Context: an optimization exercise on an open-source flow, tuned for small area and a short achievable clock period. The choices shown serve that exercise and are no tape-out recipe. At most, simulation tests tie the RTL to the original design; equivalence was not proved. Only the layout flow was run in runs 2 and 3; the RTL was not checked for function there. Power figures rest on the tool's default switching activity, not on a simulated workload.

## design/flow/run.sh

```bash
#!/bin/bash
# synth_recipe.tcl (not shown) runs the flow's synth.tcl, then flattens the netlist and writes it again
# the make line also repeats each setting of config.mk as NAME=value (left out here)
make -C /OpenROAD-flow-scripts/flow DESIGN_CONFIG=/design/flow/config.mk WORK_HOME=/design/flow/orfs CLKGATE_MAP_FILE= SYNTH_SCRIPT=/design/flow/synth_recipe.tcl finish
```

## design/flow/config.mk

```make
export PLATFORM = sky130hd
export DESIGN_NAME = fifo_flags
export DESIGN_NICKNAME = fifo_flags
export VERILOG_FILES = /design/flow/design.v
export SDC_FILE = /design/flow/constraint.sdc
export NUM_CORES = 4
export LEC_CHECK = 0
export CAP_MARGIN = 20
export CORE_MARGIN = 2
export CORE_UTILIZATION = 40
export SETUP_SLACK_MARGIN = 1.5
export SLEW_MARGIN = 20
```

## design/flow/constraint.sdc

```tcl
create_clock -name core_clock -period 5.5 [get_ports {clk}]
set_input_delay 1.1000 -clock core_clock [delete_from_list [all_inputs] [get_ports {clk}]]
set_output_delay 1.1000 -clock core_clock [all_outputs]
set_load 0.01 [all_outputs]
```

## design/flow/design.v

```verilog
package fifo_flags_pkg;
  localparam int DEFAULT_WIDTH = 8;
  localparam int DEFAULT_NUM   = 256;
  function automatic int cnt_bits(input int num);
    cnt_bits = $clog2(num + 1);
  endfunction
  function automatic int ptr_bits(input int num);
    ptr_bits = (num < 2) ? 1 : $clog2(num);
  endfunction
endpackage
module fifo_ptr_wrap #(
  parameter int NUM = fifo_flags_pkg::DEFAULT_NUM
) (
  input  logic                     clk,
  input  logic                     reset_n,
  input  logic                     inc,
  output logic [fifo_flags_pkg::ptr_bits(NUM)-1:0] ptr
);
  localparam int            PW   = fifo_flags_pkg::ptr_bits(NUM);
  localparam logic [PW-1:0] LAST = PW'(NUM - 1);
  always_ff @(posedge clk or negedge reset_n) begin
    if (!reset_n) begin
      ptr <= '0;
    end else if (inc) begin
      ptr <= (ptr == LAST) ? '0 : ptr + PW'(1);
    end
  end
endmodule
module fifo_flags #(
  parameter int WIDTH    = fifo_flags_pkg::DEFAULT_WIDTH,
  parameter int NUM      = fifo_flags_pkg::DEFAULT_NUM,
  parameter int AF_LEVEL = NUM - 4,
  parameter int AE_LEVEL = 4
) (
  input  logic                     clk,
  input  logic                     reset_n,
  input  logic [WIDTH-1:0]         write_data,
  input  logic                     write_strobe,
  input  logic                     read_strobe,
  output logic [WIDTH-1:0]         read_data,
  output logic                     data_available,
  output logic                     full,
  output logic                     almost_full,
  output logic                     almost_empty,
  output logic [fifo_flags_pkg::cnt_bits(NUM)-1:0] count,
  output logic                     overflow,
  output logic                     underflow,
  input  logic                     err_clear
);
  localparam int CW = fifo_flags_pkg::cnt_bits(NUM);
  localparam int PW = fifo_flags_pkg::ptr_bits(NUM);
  logic [WIDTH-1:0] mem [NUM];
  logic [PW-1:0]    write_ptr;
  logic [PW-1:0]    read_ptr;
  logic             empty;
  logic             wr_acc;
  logic             rd_acc;
  assign empty  = (count == '0);
  assign rd_acc = read_strobe & ~empty;
  assign wr_acc = write_strobe & (~full | rd_acc);
  fifo_ptr_wrap #(.NUM(NUM)) u_write_ptr (
    .clk     (clk),
    .reset_n (reset_n),
    .inc     (wr_acc),
    .ptr     (write_ptr)
  );
  fifo_ptr_wrap #(.NUM(NUM)) u_read_ptr (
    .clk     (clk),
    .reset_n (reset_n),
    .inc     (rd_acc),
    .ptr     (read_ptr)
  );
  always_ff @(posedge clk) begin
    if (wr_acc) begin
      mem[write_ptr] <= write_data;
    end
  end
  assign read_data = mem[read_ptr];
  always_ff @(posedge clk or negedge reset_n) begin
    if (!reset_n) begin
      count <= '0;
    end else begin
      case ({wr_acc, rd_acc})
        2'b10:   count <= count + CW'(1);
        2'b01:   count <= count - CW'(1);
        default: count <= count;
      endcase
    end
  end
  assign data_available = ~empty;
  assign full           = (count == CW'(NUM));
  assign almost_full    = (count >= CW'(AF_LEVEL));
  assign almost_empty   = (count <= CW'(AE_LEVEL));
  always_ff @(posedge clk or negedge reset_n) begin
    if (!reset_n) begin
      overflow  <= 1'b0;
      underflow <= 1'b0;
    end else if (err_clear) begin
      overflow  <= 1'b0;
      underflow <= 1'b0;
    end else begin
      if (write_strobe & ~wr_acc) overflow  <= 1'b1;
      if (read_strobe & ~rd_acc)  underflow <= 1'b1;
    end
  end
endmodule
```

==> key figures, run 1 <==
STA
  – Peak Freq: 194 MHz
  – Min cycle time layout: 5.15 ns
  – Setup violations, final: 0
  – Unrepaired setup endpoints after global routing: true
  – Max-slew violation count: 0
  – Fin worst setup slack: 0.349 ns
  – Sum Neg Setup Slack: 0 ns
  – Fin. Hold Viols: 0
  – Clock Skew: 0.0499 ns
  – Period Utilization, post-route: 93.6%
  – Slew headroom: 22.2%
  – Worst slew pin tran: 1.17 ns

Worst setup path
  – CP Depth: 14
  – Reg2Reg Depth: 11
  – Setup crit end kind: output pin
  – Worst Path Required: 4.40 ns
  – Worst EP arrival: 4.05 ns
  – Most Frequent Cell on Critical Path: buf_12
  – Critical Path Slowest Stage Cell: dfrtp_4
  – Setup CP Type: reg2out
  – Worst path cell trace: buf_12 > buf_16 > buf_12 > buf_16 > buf_12 > buf_4 > mux4_2 > a22o_1 > a211oi_2 > a211o_1 > a311o_1 > o31ai_4 > buf_4 > buf_2
  – CP top delay family: buffers and inverters
  – Max FO, Critical Path: 8
  – Setup crit start kind: flop
  – Critical Path Max Stage Delay: 0.52 ns
  – Worst path buffer plus inverter count: 8

Hold path
  – Class of the worst hold path: reg2reg
  – Hold depth: 2

Power and ir drop
  – Final Power: 47700 uW
  – VDD IR max: 310 uV
  – Sequential share of power: 37.4%
  – P_int: 32400 uW
  – Psw: 15300 uW
  – Switch share: 32.0%
  – Clock share of power: 28.7%
  – P_leak: 0.0302 uW
  – Comb power frac: 33.9%
  – PwrDens: 500 nW/um2

Placement
  – DP Wirelength: 131 mm
  – Placed Cells: 6666
  – IO Port Bufs: 35
  – Post-DP Area: 86400 um2
  – Placer Congestion: 0.815
  – Place WS: -0.311 ns

Job
  – # Max-Cap Violations: 0

Drt
  – Antenna-violating nets left: 0
  – Via density: 5.81
  – Via count: 41600
  – Routed wire per std cell: 30.8 um
  – DRC Markers: 0
  – Drt initial violations: 5491
  – First-pass DRT Iterations: 5
  – Drt total wl: 221 mm

Die
  – Total die area: 207000 um2
  – Initial Util: 40.2%
  – Site Rows: 165
  – Die Span X: 455 um
  – # IOs: 36
  – Core ar.: 202000 um2
  – Die Height: 455 um

Synthesis
  – Number of synthesized register bits: 2075
  – YS warnings: 2
  – Ys async rst share: 1.30%
  – Mapped Area: 81300 um2
  – Synth unique cells: 80
  – Register area share after synthesis: 76.5%
  – Ys flop type: edfxtp_1
  – Syn_nets: 3892
  – Number of synthesized flops with an enable pin: 2048
  – Mapped Cells: 3866
  – Syn Area/Cell: 21.0 um2

GRT
  – Gr usage total: 21.2%
  – First-pass GRT wire length: 313 mm
  – Number of global-route vias before repair: 41600
  – Initial antenna violation count: 5
  – Remaining Overflow, GRT: 0
  – Pin count of the biggest net entering global routing: 177

Clock network
  – CTS tree: done
  – Clk slew on worst S/H paths: 0.06 ns
  – Longest Clk Path Bufs: 3
  – Number of H-tree levels: 4
  – CTS sink count: 2075
  – Clock root buffer: clkbuf_16
  – Num CTS Buffers: 205
  – CTS Hold Bufs: 0
  – Insertion delay to the later sink of the worst-skew pair: 0.87 ns

Cells and area
  – Syn-to-layout area delta: 17.2%
  – Fin nets: 4338
  – Final Cell Area: 95300 um2
  – Non-Filler Instances: 7158
  – Layout cells sized above 1: 30.2%

Run status
  – Status: finished clean
-- sequential cells by signal, indices dropped and copies added, names as in the netlist --
| name | cells |
|---|---|
| mem | 2048 |
| count | 9 |
| u_read_ptr.ptr | 8 |
| u_write_ptr.ptr | 8 |
| overflow | 1 |
| underflow | 1 |
-- cell usage after synthesis (5+ instances only) --
library cell | count | share of area (%)
ha_1 | 12 | 0.18
clkbuf_1 | 78 | 0.36
a221oi_1 | 37 | 0.40
o22ai_1 | 32 | 0.25
o21ai_0 | 54 | 0.33
nor2b_1 | 13 | 0.10
nand4_1 | 9 | 0.069
mux2_2 | 28 | 0.39
clkbuf_8 | 9 | 0.15
a2111oi_0 | 6 | 0.065
nand3_1 | 18 | 0.11
mux2i_1 | 100 | 1.2
nand2b_1 | 5 | 0.038
a211oi_1 | 14 | 0.13
buf_6 | 33 | 0.46
a21oi_1 | 76 | 0.47
buf_8 | 9 | 0.17
o21ai_1 | 5 | 0.031
mux4_2 | 427 | 12
buf_1 | 5 | 0.023
edfxtp_1 | 2048 | 76
o221ai_1 | 18 | 0.19
xnor2_1 | 10 | 0.11
dfrtp_1 | 27 | 0.83
a22oi_1 | 76 | 0.70
mux4_1 | 48 | 1.6
buf_12 | 10 | 0.25
a31oi_1 | 7 | 0.054
buf_2 | 53 | 0.33
buf_4 | 30 | 0.28
inv_1 | 10 | 0.046
nor2_1 | 309 | 1.4
a22o_1 | 21 | 0.23
nand2_1 | 121 | 0.56
o211ai_1 | 6 | 0.055
nor3_1 | 19 | 0.12
-- through the flow --
stage | hold WS [ns] | util [%]
finish | 0.508 | 47.1
global route | 0.556 | 47.1
CTS | 0.519 | 46.8
detailed placement | 0.498 | 42.7
global placement | 0.492 | 42.7
floorplan | 0.486 | -
-- area by class of cell --
cell class / instances / area [um2]
antenna: 5 / 12.5
clock buffer: 265 / 5430
clock inverter: 111 / 1090
fill: 16400 / 107000
inverter: 11 / 43.8
multi-input combinational: 1551 / 18300
sequential: 2075 / 62200
tap: 2672 / 3340
timing repair buffer: 468 / 4890
-- power groups by stage --
stage	Combinational, uW	Clock, uW	Sequential (uW)
final	16200	13700	17800
after floorplan	8260	0	18000
after detailed placement	13600	0	18300
after global routing	16700	14500	17800
after CTS	15400	13900	17800
after global placement	13600	0	18300
-- layer usage --
layer	vias to the layer above	GRT usage (%)	wire length [um]
met2	1889	33.3	104000
met3	317	4.13	17800
met4	2	6.72	6660
met5	-	0	13
met1	22300	30.1	92100
li1	17100	-	-
-- tightest hold or removal path, cell delays in order (launching register included) --
cell and delay (ns):
dfrtp_1 0.35, a21oi_1 0.05, nor2_1 0.07
-- path summary, 6_finish.rpt --
| kind | from | endpoint | slack [ns] |
|---|---|---|---|
| min in group asynchronous | reset_n | overflow$_DFFE_PN0P_ | 0.63 |
| max | u_read_ptr.ptr[0]$_DFFE_PN0N_ | read_data[5] | 0.35 |
| min | underflow$_DFFE_PN0P_ | underflow$_DFFE_PN0P_ | 0.51 |
| max in group asynchronous | reset_n | u_read_ptr.ptr[0]$_DFFE_PN0N_ | 4.49 |
| max reg2reg | count[8]$_DFFE_PN0P_ | count[8]$_DFFE_PN0P_ | 2.00 |
| min reg2reg | underflow$_DFFE_PN0P_ | underflow$_DFFE_PN0P_ | 0.51 |
-- what timing repair did --
item	4_1_cts	5_1_grt
pin swaps	33	37
setup endpoints to repair	14	10
gates resized for setup	199	86
setup buffers	47	48
gates cloned	13	3
-- cells by family after synthesis --
family          synth area share [%]
fa+ha+maj                      0.209
simple gates                    2.67
xor+xnor                       0.151
compound gates                  3.42
mux                             15.0
buf+inv                         2.08
flops                           76.5
-- cells in the final DEF (no fill, tap or decap), drive strengths merged, types with 20 or more instances in the layout --
cell,instances
a21oi,76
a221oi,37
a22o,21
a22oi,76
buf,432
clkbuf,276
clkinv,84
dfrtp,27
edfxtp,2048
mux2,28
mux2i,100
mux4,475
nand2,125
nor2,309
nor3,20
o21ai,59
o22ai,32
==> inputs of run 2 (changes only) <==
--- a/design/flow/design.v
+++ b/design/flow/design.v
@@ -49,48 +49,76 @@
 );
   localparam int CW = fifo_flags_pkg::cnt_bits(NUM);
   localparam int PW = fifo_flags_pkg::ptr_bits(NUM);
-  logic [WIDTH-1:0] mem [NUM];
-  logic [PW-1:0]    write_ptr;
-  logic [PW-1:0]    read_ptr;
-  logic             empty;
-  logic             wr_acc;
-  logic             rd_acc;
-  assign empty  = (count == '0);
-  assign rd_acc = read_strobe & ~empty;
-  assign wr_acc = write_strobe & (~full | rd_acc);
-  fifo_ptr_wrap #(.NUM(NUM)) u_write_ptr (
-    .clk     (clk),
-    .reset_n (reset_n),
-    .inc     (wr_acc),
-    .ptr     (write_ptr)
-  );
-  fifo_ptr_wrap #(.NUM(NUM)) u_read_ptr (
-    .clk     (clk),
-    .reset_n (reset_n),
-    .inc     (rd_acc),
-    .ptr     (read_ptr)
-  );
+  localparam int SD = NUM - 1;   
+  logic [WIDTH-1:0] sr [SD];
+  logic [WIDTH-1:0] head;
+  logic [WIDTH-1:0] pend;
+  logic             pend_v;
+  logic [PW-1:0]    ra;
+  logic             sr_empty;    
+  logic c_0, c_1, c_full, c_m1, c_le_ae_m1, c_ae, c_ae_p1, c_af_m1, c_af, c_ge_af_p1;
+  assign c_0        = ~data_available;
+  assign c_1        = data_available & sr_empty & ~pend_v;
+  assign c_full     = full;
+  assign c_m1       = (count == CW'(NUM - 1));
+  assign c_le_ae_m1 = (count <= CW'(AE_LEVEL - 1));
+  assign c_ae       = (count == CW'(AE_LEVEL));
+  assign c_ae_p1    = (count == CW'(AE_LEVEL + 1));
+  assign c_af_m1    = (count == CW'(AF_LEVEL - 1));
+  assign c_af       = (count == CW'(AF_LEVEL));
+  assign c_ge_af_p1 = (count >= CW'(AF_LEVEL + 1));
+  logic rd_acc, wr_acc, inc, dec;
+  assign rd_acc = read_strobe & data_available;
+  assign wr_acc = write_strobe & (~full | read_strobe);
+  assign inc    = wr_acc & ~rd_acc;
+  assign dec    = rd_acc & ~wr_acc;
   always_ff @(posedge clk) begin
-    if (wr_acc) begin
-      mem[write_ptr] <= write_data;
+    pend <= write_data;
+    if (pend_v) begin
+      sr[0] <= pend;
+      for (int i = 1; i < SD; i++) sr[i] <= sr[i-1];
     end
   end
-  assign read_data = mem[read_ptr];
+  logic [WIDTH-1:0] sr_out;
+  assign sr_out = sr[ra];
+  always_ff @(posedge clk) begin
+    if ((c_0 & write_strobe) | (c_1 & read_strobe)) head <= write_data;
+    else if (read_strobe & ~sr_empty)                head <= sr_out;
+    else if (read_strobe & sr_empty & pend_v)        head <= pend;
+  end
+  assign read_data = head;
   always_ff @(posedge clk or negedge reset_n) begin
     if (!reset_n) begin
-      count <= '0;
+      pend_v   <= 1'b0;
+      ra       <= '1;
+      sr_empty <= 1'b1;
     end else begin
-      case ({wr_acc, rd_acc})
-        2'b10:   count <= count + CW'(1);
-        2'b01:   count <= count - CW'(1);
-        default: count <= count;
-      endcase
+      pend_v <= write_strobe & data_available & (~full | read_strobe) & ~(read_strobe & c_1);
+      if (pend_v & ~read_strobe) begin
+        ra       <= ra + PW'(1);
+        sr_empty <= 1'b0;
+      end else if (~pend_v & read_strobe & ~sr_empty) begin
+        ra       <= ra - PW'(1);
+        sr_empty <= (ra == '0);
+      end
     end
   end
-  assign data_available = ~empty;
-  assign full           = (count == CW'(NUM));
-  assign almost_full    = (count >= CW'(AF_LEVEL));
-  assign almost_empty   = (count <= CW'(AE_LEVEL));
+  always_ff @(posedge clk or negedge reset_n) begin
+    if (!reset_n) begin
+      count          <= '0;
+      data_available <= 1'b0;
+      full           <= 1'b0;
+      almost_full    <= 1'b0;
+      almost_empty   <= 1'b1;
+    end else begin
+      if (inc) count <= count + CW'(1);
+      else if (dec) count <= count - CW'(1);
+      data_available <= ~(~write_strobe & (c_0 | (c_1 & read_strobe)));
+      full           <= (c_full & ~dec) | (c_m1 & inc);
+      almost_full    <= c_ge_af_p1 | (c_af & ~dec) | (c_af_m1 & inc);
+      almost_empty   <= c_le_ae_m1 | (c_ae & ~inc) | (c_ae_p1 & dec);
+    end
+  end
   always_ff @(posedge clk or negedge reset_n) begin
     if (!reset_n) begin
       overflow  <= 1'b0;
==> key figures, run 2 <==
Drt
  – Routed wire per std cell: 51.5 um
  – First-pass DRT Iterations: 11
  – Drt total wl: 412 mm
  – Drt initial violations: 14700
  – Via count: 60200
  – DRC Markers: 0
  – Via density: 7.52
  – Antenna-violating nets left: 0

Die
  – # IOs: 36
  – Initial Util: 40.1%
  – Core ar.: 197000 um2
  – Die Height: 448 um
  – Die Span X: 448 um
  – Site Rows: 163
  – Total die area: 201000 um2

STA
  – Sum Neg Setup Slack: 0 ns
  – Setup violations, final: 0
  – Worst slew pin tran: 1.38 ns
  – Fin worst setup slack: 1.07 ns
  – Fin. Hold Viols: 0
  – Period Utilization, post-route: 80.5%
  – Max-slew violation count: 0
  – Clock Skew: 0.0672 ns
  – Slew headroom: 7.47%
  – Peak Freq: 226 MHz
  – Unrepaired setup endpoints after global routing: true
  – Min cycle time layout: 4.43 ns

Synthesis
  – Mapped Area: 78900 um2
  – YS warnings: 2
  – Ys flop type: edfxtp_1
  – Syn_nets: 4677
  – Most common cell in the netlist: edfxtp_1
  – Number of synthesized register bits: 2081
  – Number of synthesized flops with an enable pin: 2048
  – Synth cell count leaders: edfxtp_1 (2048), a22oi_1 (510), nor2_1 (186), a32oi_1 (179), o22ai_1 (160)
  – Ys async rst share: 1.20%
  – Synth area leader: edfxtp_1
  – Syn Area/Cell: 17.0 um2
  – Yosys top cell area share: 77.9%
  – Synth unique cells: 79
  – Largest cells by area after synthesis: edfxtp_1 (78%), a22oi_1 (4.8%), a32oi_1 (2.0%)
  – Mapped Cells: 4649
  – Register area share after synthesis: 78.9%

GRT
  – Pin count of the biggest net entering global routing: 194
  – Remaining Overflow, GRT: 0
  – Number of global-route vias before repair: 53000
  – First-pass GRT wire length: 523 mm
  – Initial antenna violation count: 73
  – Gr usage total: 40.1%

Power and ir drop
  – Sequential share of power: 38.5%
  – Switch share: 35.8%
  – Clock share of power: 31.5%
  – Comb power frac: 30.0%
  – P_int: 31000 uW
  – Final Power: 48300 uW
  – Psw: 17300 uW
  – P_leak: 0.0265 uW
  – PwrDens: 510 nW/um2
  – VDD IR max: 375 uV

Cells and area
  – Top reg by flops: sr
  – Fin util: 48.1%
  – Most common cell after layout, fill and taps aside: edfxtp_1
  – Layout cells sized above 1: 19.5%
  – Non-Filler Instances: 7994
  – Largest registers: sr (2040), count (9)
  – Fin nets: 5140
  – Syn-to-layout area delta: 20.0%
  – Max reg flops: 2040
  – Most frequent cells in the layout: edfxtp_1 (2048), a22oi_1 (498), buf_4 (421)

Clock network
  – Longest Clk Path Bufs: 3
  – CTS sink count: 2081
  – Clock root buffer: clkbuf_16
  – Num CTS Buffers: 214
  – Clk slew on worst S/H paths: 0.06 ns
  – Insertion delay to the later sink of the worst-skew pair: 0.92 ns
  – CTS Hold Bufs: 0
  – Number of H-tree levels: 4
  – CTS tree: done

Placement
  – IO Port Bufs: 35
  – Place WS: 0.169 ns
  – Placer Congestion: 1.06
  – Placed Cells: 7351
  – DP Wirelength: 273 mm

Hold path
  – Class of the worst hold path: in2async

Worst setup path
  – Worst Path Required: 6.16 ns
  – R2r endpoint: head[2]$_DFFE_PP_
  – Max FO, Critical Path: 17
  – Setup crit start kind: flop
  – Worst r2r src: ra[0]$_DFFE_PN1P_
  – R2R Setup Slk: 1.07 ns
  – Setup crit end kind: flop
  – Reg2Reg Depth: 11
  – Setup CP Type: reg2reg
  – Worst EP arrival: 5.09 ns

Job
  – # Max-Cap Violations: 0

Run status
  – Status: finished clean
==> run 2: cell count changes after synthesis, moves of 60 or more <==
cell / delta
nand3_1: +137
o22ai_1: +128
a22o_1: +65
nor4_1: +68
mux2i_1: -90
buf_2: +60
nand4_1: +85
a32oi_1: +179
mux4_2: -427
a22oi_1: +434
nor2_1: -123
clkbuf_1: +67
==> run 2: area by class of cell <==
cell class / count / area (um2)
diodes: 69 / 173
clock buffers: 250 / 5540
clock inverters: 139 / 1660
fillers: 16600 / 102000
inverters: 17 / 66.3
multi-input cells: 2230 / 16100
flip-flops and latches: 2081 / 62300
well taps: 2640 / 3300
repair buffers: 568 / 5550
==> run 2: critical path, cell delays in order (launching register included) <==
cell and delay, ns:
dfstp_2 0.58, inv_2 0.10, ha_4 0.24, buf_4 0.17
and3_2 0.56, a22oi_1 0.41, o22ai_1 0.14, nor4_1 0.59
nand3_1 0.32, nor4_4 0.69, buf_4 0.25, o211ai_1 0.08
==> run 2: metrics by stage <==
step                      instance area [um2]  hold slack (ns)
after floorplan                         79000            0.408
after global placement                  84500            0.413
after detailed placement                84600            0.417
after CTS                               93700            0.239
after global routing                    94600            0.272
final                                   94700            0.260
==> run 2: what timing repair did <==
action,in CTS,in global routing
gates resized for setup,137,47
setup buffers,110,51
pin swaps,26,24
setup endpoints to repair,8,8
cloned,17,4
==> run 2: worst max-delay path by stage <==
| stage | startpoint | end | depth (start not counted) |
|---|---|---|---|
| 2_1_floorplan | pend_v$_DFF_PN0_ | head[6]$_DFFE_PP_ | 7 |
| 3_3_place_gp | ra[0]$_DFFE_PN1P_ | head[1]$_DFFE_PP_ | 12 |
| 3_5_place_dp | ra[0]$_DFFE_PN1P_ | head[1]$_DFFE_PP_ | 12 |
| 4_1_cts | ra[1]$_DFFE_PN1P_ | head[2]$_DFFE_PP_ | 12 |
| 5_1_grt | ra[1]$_DFFE_PN1P_ | head[2]$_DFFE_PP_ | 14 |
| 6_report | ra[0]$_DFFE_PN1P_ | head[2]$_DFFE_PP_ | 11 |
==> run 2: power by group through the flow <==
stage,sequential (uW),clock (uW),combinational (uW)
after floorplan,19600,0,4730
after CTS,18500,15100,12900
after detailed placement,18900,0,11300
final,18600,15200,14500
after global routing,18600,15800,14000
after global placement,18900,0,11400
==> run 2: logic make-up (layout without fill, tap and decap cells) <==
kind of cell               Yosys count  in the layout  share of synthesized area, %
DFF                               2081           2081                          78.9
other                                0             69                             0
AOI/OAI and AO/OA                 1330           1330                          12.7
muxes                               15             15                         0.198
and+or+nand+nor                    846            855                          5.79
xor gates and xnor gates            15             15                         0.166
buffers and inverters              347            974                          1.97
adders and majority gates           15             15                         0.247
==> run 2: per-layer routing <==
| layer | up-vias | GRT usage (%) | share of wire (%) | routed length, um |
|---|---|---|---|---|
| met3 | 1955 | 20.7 | 18 | 72600 |
| met4 | 56 | 29.1 | 9.4 | 38700 |
| li1 | 20700 | - | - | - |
| met2 | 7165 | 52.5 | 39 | 160000 |
| met5 | - | 0.529 | 0.14 | 596 |
| met1 | 30200 | 50.1 | 34 | 140000 |
==> inputs of run 3 (changes only) <==
--- a/design/flow/design.v
+++ b/design/flow/design.v
@@ -54,7 +54,10 @@
   logic [WIDTH-1:0] head;
   logic [WIDTH-1:0] pend;
   logic             pend_v;
-  logic [PW-1:0]    ra;
+  localparam int HW = 1 << (PW / 2);
+  localparam int LW = 1 << (PW - PW / 2);
+  logic [HW-1:0]    ra_hi;
+  logic [LW-1:0]    ra_lo;
   logic             sr_empty;    
   logic c_0, c_1, c_full, c_m1, c_le_ae_m1, c_ae, c_ae_p1, c_af_m1, c_af, c_ge_af_p1;
   assign c_0        = ~data_available;
@@ -79,8 +82,13 @@
       for (int i = 1; i < SD; i++) sr[i] <= sr[i-1];
     end
   end
+  logic [SD-1:0]    rsel;
   logic [WIDTH-1:0] sr_out;
-  assign sr_out = sr[ra];
+  always_comb begin
+    for (int i = 0; i < SD; i++) rsel[i] = ra_hi[i / LW] & ra_lo[i % LW];
+    sr_out = '0;
+    for (int i = 0; i < SD; i++) sr_out = sr_out | (sr[i] & {WIDTH{rsel[i]}});
+  end
   always_ff @(posedge clk) begin
     if ((c_0 & write_strobe) | (c_1 & read_strobe)) head <= write_data;
     else if (read_strobe & ~sr_empty)                head <= sr_out;
@@ -90,16 +98,19 @@
   always_ff @(posedge clk or negedge reset_n) begin
     if (!reset_n) begin
       pend_v   <= 1'b0;
-      ra       <= '1;
+      ra_hi    <= HW'(1) << (HW - 1);
+      ra_lo    <= LW'(1) << (LW - 1);
       sr_empty <= 1'b1;
     end else begin
       pend_v <= write_strobe & data_available & (~full | read_strobe) & ~(read_strobe & c_1);
       if (pend_v & ~read_strobe) begin
-        ra       <= ra + PW'(1);
+        ra_lo    <= {ra_lo[LW-2:0], ra_lo[LW-1]};
+        if (ra_lo[LW-1]) ra_hi <= {ra_hi[HW-2:0], ra_hi[HW-1]};
         sr_empty <= 1'b0;
       end else if (~pend_v & read_strobe & ~sr_empty) begin
-        ra       <= ra - PW'(1);
-        sr_empty <= (ra == '0);
+        ra_lo    <= {ra_lo[0], ra_lo[LW-1:1]};
+        if (ra_lo[0]) ra_hi <= {ra_hi[0], ra_hi[HW-1:1]};
+        sr_empty <= ra_hi[0] & ra_lo[0];
       end
     end
   end
--- a/design/flow/config.mk
+++ b/design/flow/config.mk
@@ -5,8 +5,9 @@
 export SDC_FILE = /design/flow/constraint.sdc
 export NUM_CORES = 4
 export LEC_CHECK = 0
+export ABC_CLOCK_PERIOD_IN_PS = 2000
 export CAP_MARGIN = 20
 export CORE_MARGIN = 2
 export CORE_UTILIZATION = 40
-export SETUP_SLACK_MARGIN = 1.5
+export SETUP_SLACK_MARGIN = 3.5
 export SLEW_MARGIN = 20
==> key figures, run 3 <==
Synthesis
  – Most common cell in the netlist: edfxtp_1
  – Register area share after synthesis: 79.7%
  – Largest cells by area after synthesis: edfxtp_1 (78%), nand3_1 (4.1%), a22oi_1 (2.9%)
  – Synth area leader: edfxtp_1
  – Synth unique cells: 68
  – Number of synthesized register bits: 2105
  – Syn_nets: 4772
  – Yosys top cell area share: 77.9%
  – Number of synthesized flops with an enable pin: 2048
  – Ys async rst share: 2.33%
  – Mapped Cells: 4749
  – Synth cell count leaders: edfxtp_1 (2048), nand3_1 (643), a22oi_1 (306), clkbuf_1 (222), a22o_1 (199)
  – YS warnings: 2
  – Syn Area/Cell: 16.6 um2
  – Mapped Area: 78900 um2
  – Ys flop type: edfxtp_1

Drt
  – WL met3: 58.9 mm
  – Via density: 7.10
  – First-pass DRT Iterations: 14
  – DR WL met2: 131 mm
  – Antenna-violating nets left: 0
  – M1 WL: 110 mm
  – Via count: 55900
  – Drt total wl: 324 mm
  – Top layer reached by signal wires: met5
  – Routed wire per std cell: 41.2 um
  – DRC Markers: 0
  – Drt initial violations: 13400

STA
  – Clock Skew: 0.0424 ns
  – Max-slew violation count: 0
  – Period Utilization, post-route: 56.4%
  – Unrepaired setup endpoints after global routing: true
  – Peak Freq: 322 MHz
  – Worst slew pin tran: 0.835 ns
  – Min cycle time layout: 3.10 ns
  – Sum Neg Setup Slack: 0 ns
  – Fin worst setup slack: 2.40 ns
  – Fin. Hold Viols: 0
  – Setup violations, final: 0
  – Slew headroom: 44.3%

Hold path
  – Class of the worst hold path: in2async

Die
  – Initial Util: 40.1%
  – Total die area: 201000 um2
  – Die Height: 448 um
  – # IOs: 36
  – Core ar.: 197000 um2
  – Die Span X: 448 um
  – Site Rows: 163

Worst setup path
  – Setup crit end kind: flop
  – Critical Path Max Stage Delay: 0.59 ns
  – Setup CP Type: reg2reg
  – Most Frequent Cell on Critical Path: or4_1
  – Worst path cell trace: clkinv_2 > buf_4 > o21ai_0 > or4_1 > or4_1 > nor4_2 > a21oi_1
  – Worst EP arrival: 3.69 ns
  – Max FO, Critical Path: 13
  – CP top delay family: simple AND/OR/NAND/NOR gates
  – Critical Path Slowest Stage Cell: dfrtp_4
  – Setup crit start kind: flop
  – Worst path buffer plus inverter count: 2
  – Worst Path Required: 6.08 ns

GRT
  – Pin count of the biggest net entering global routing: 176
  – First-pass GRT wire length: 428 mm
  – Gr usage total: 31.1%
  – Number of global-route vias before repair: 51100
  – Remaining Overflow, GRT: 0
  – Initial antenna violation count: 20

Clock network
  – Clock root buffer: clkbuf_16
  – CTS Hold Bufs: 0
  – Longest Clk Path Bufs: 3
  – Clk slew on worst S/H paths: 0.07 ns
  – Number of H-tree levels: 4
  – Num CTS Buffers: 209
  – Insertion delay to the later sink of the worst-skew pair: 0.87 ns
  – CTS sink count: 2105
  – CTS tree: done

Run status
  – Status: finished clean

Power and ir drop
  – Clock share of power: 32.6%
  – PwrDens: 470 nW/um2
  – Final Power: 44600 uW
  – VDD IR max: 350 uV
  – Sequential share of power: 44.4%
  – Psw: 14300 uW
  – Comb power frac: 23.0%
  – Switch share: 32.1%
  – P_int: 30300 uW
  – P_leak: 0.0265 uW

Cells and area
  – Syn-to-layout area delta: 20.1%
  – Fin util: 48.2%
  – Top reg by flops: sr
  – Largest registers: sr (2040), ra_hi (16), ra_lo (16)
  – Fin nets: 5059
  – Most common cell after layout, fill and taps aside: edfxtp_1
  – Final Cell Area: 94800 um2
  – Most frequent cells in the layout: edfxtp_1 (2048), nand3_1 (641), a22oi_1 (291)
  – Max reg flops: 2040
  – Layout cells sized above 1: 18.1%

Placement
  – Place WS: 1.15 ns
  – DP Wirelength: 174 mm
  – IO Port Bufs: 35
  – Placer Congestion: 0.977
  – Post-DP Area: 82500 um2

Job
  – # Max-Cap Violations: 0
run 3: metrics by stage:
stage	hold WS, ns	cells
after floorplan	0.409	4749
after global placement	0.412	7182
after detailed placement	0.416	7182
after CTS	0.387	7809
after global routing	0.440	7859
final	0.385	7872
run 3: final timing paths:
| check | start | to | slack (ns) | depth (start not counted) |
|---|---|---|---|---|
| setup / recovery | ra_hi[8]$_DFFE_PN0P_ | head[1]$_DFFE_PP_ | 2.40 | 7 |
| hold / removal | reset_n | ra_lo[6]$_DFFE_PN0P_ | 0.39 | 2 |
| setup reg to reg | ra_hi[8]$_DFFE_PN0P_ | head[1]$_DFFE_PP_ | 2.40 | 7 |
| hold reg to reg | sr[61][7]$_DFFE_PP_ | sr[62][7]$_DFFE_PP_ | 0.42 | 0 |
| max in group asynchronous | reset_n | ra_hi[0]$_DFFE_PN0P_ | 4.54 | 2 |
| min in group core_clock | sr[61][7]$_DFFE_PP_ | sr[62][7]$_DFFE_PP_ | 0.42 | 0 |
run 3: what timing repair did:
item,CTS,global route
cloned,32,10
setup endpoints to repair,2063,627
setup buffers,206,35
gates resized for setup,378,120
pin swaps,53,69
run 3: logic make-up (layout without fill, tap and decap cells):
family	Yosys count	after routing	synth area share, %
buffers and inverters	412	876	2.03
AO/OA/AOI/OAI	1051	1052	10.3
multiplexers	14	14	0.179
AND/OR/NAND/NOR	1149	1149	7.55
flip-flops	2105	2105	79.7
XOR/XNOR	8	8	0.0888
other	0	18	0
adder cells (fa/ha/maj)	10	10	0.168
run 3: area by class of cell:
cell class	instances	area, um2
Fill cell	16200	102000
Sequential cell	2105	63000
Multi-Input combinational cell	2233	15300
Timing Repair Buffer	451	6160
Clock buffer	268	5580
Tap cell	2640	3300
Clock inverter	121	1250
Inverter	36	200
Antenna cell	18	45.0
run 3: metal layers:
metal	vias to the layer above	global-route usage, %
met5	-	0.120
met4	28	19.5
met3	1410	13.0
met2	6373	42.2
met1	27800	41.1
li1	20300	-
run 3: power by group through the flow:
| stage | registers [uW] | logic [uW] | clock network, uW |
|---|---|---|---|
| finish | 19800 | 10300 | 14600 |
| global route | 19800 | 10100 | 15200 |
| CTS | 19700 | 9310 | 14600 |
| detailed placement | 20800 | 6520 | 0 |
| global placement | 20800 | 6500 | 0 |
| floorplan | 22100 | 2940 | 0 |

separate check: timing with driven ports:
How much do the figures lean on ideal ports? The routed layouts below were timed once more, with nothing changed but the port constraints. Step 1 (the two cells are an assumption about what drives the block):
set clk [get_ports {clk}]
set_driving_cell -lib_cell sky130_fd_sc_hd__clkbuf_16 $clk
set_driving_cell -lib_cell sky130_fd_sc_hd__buf_2 [delete_from_list [all_inputs] $clk]
Step 2 times the ports against the registers' clock, not the clock port: input delays grow and output delays shrink by t, the midpoint of the rising clock arrivals with the driver on. Three values: ideal ports, drivers, drivers and shift; two values: the first two.
run | t (ns) | setup WS [ns] | worst slew at a driven data input, ns
run 1 | 0.925 | 0.349 / 0.268 / 1.006 | 0.06
run 2 | 0.988 | 1.074 / 1.074 / 1.050 | 0.06
run 3 | 0.943 | 2.396 / 2.396 / 2.145 | 0.04
After both steps setup and hold are still met in every run listed. The setup slack of run 3, which loses most, moves by 0.000 ns with the drivers and by -0.251 ns with both steps.
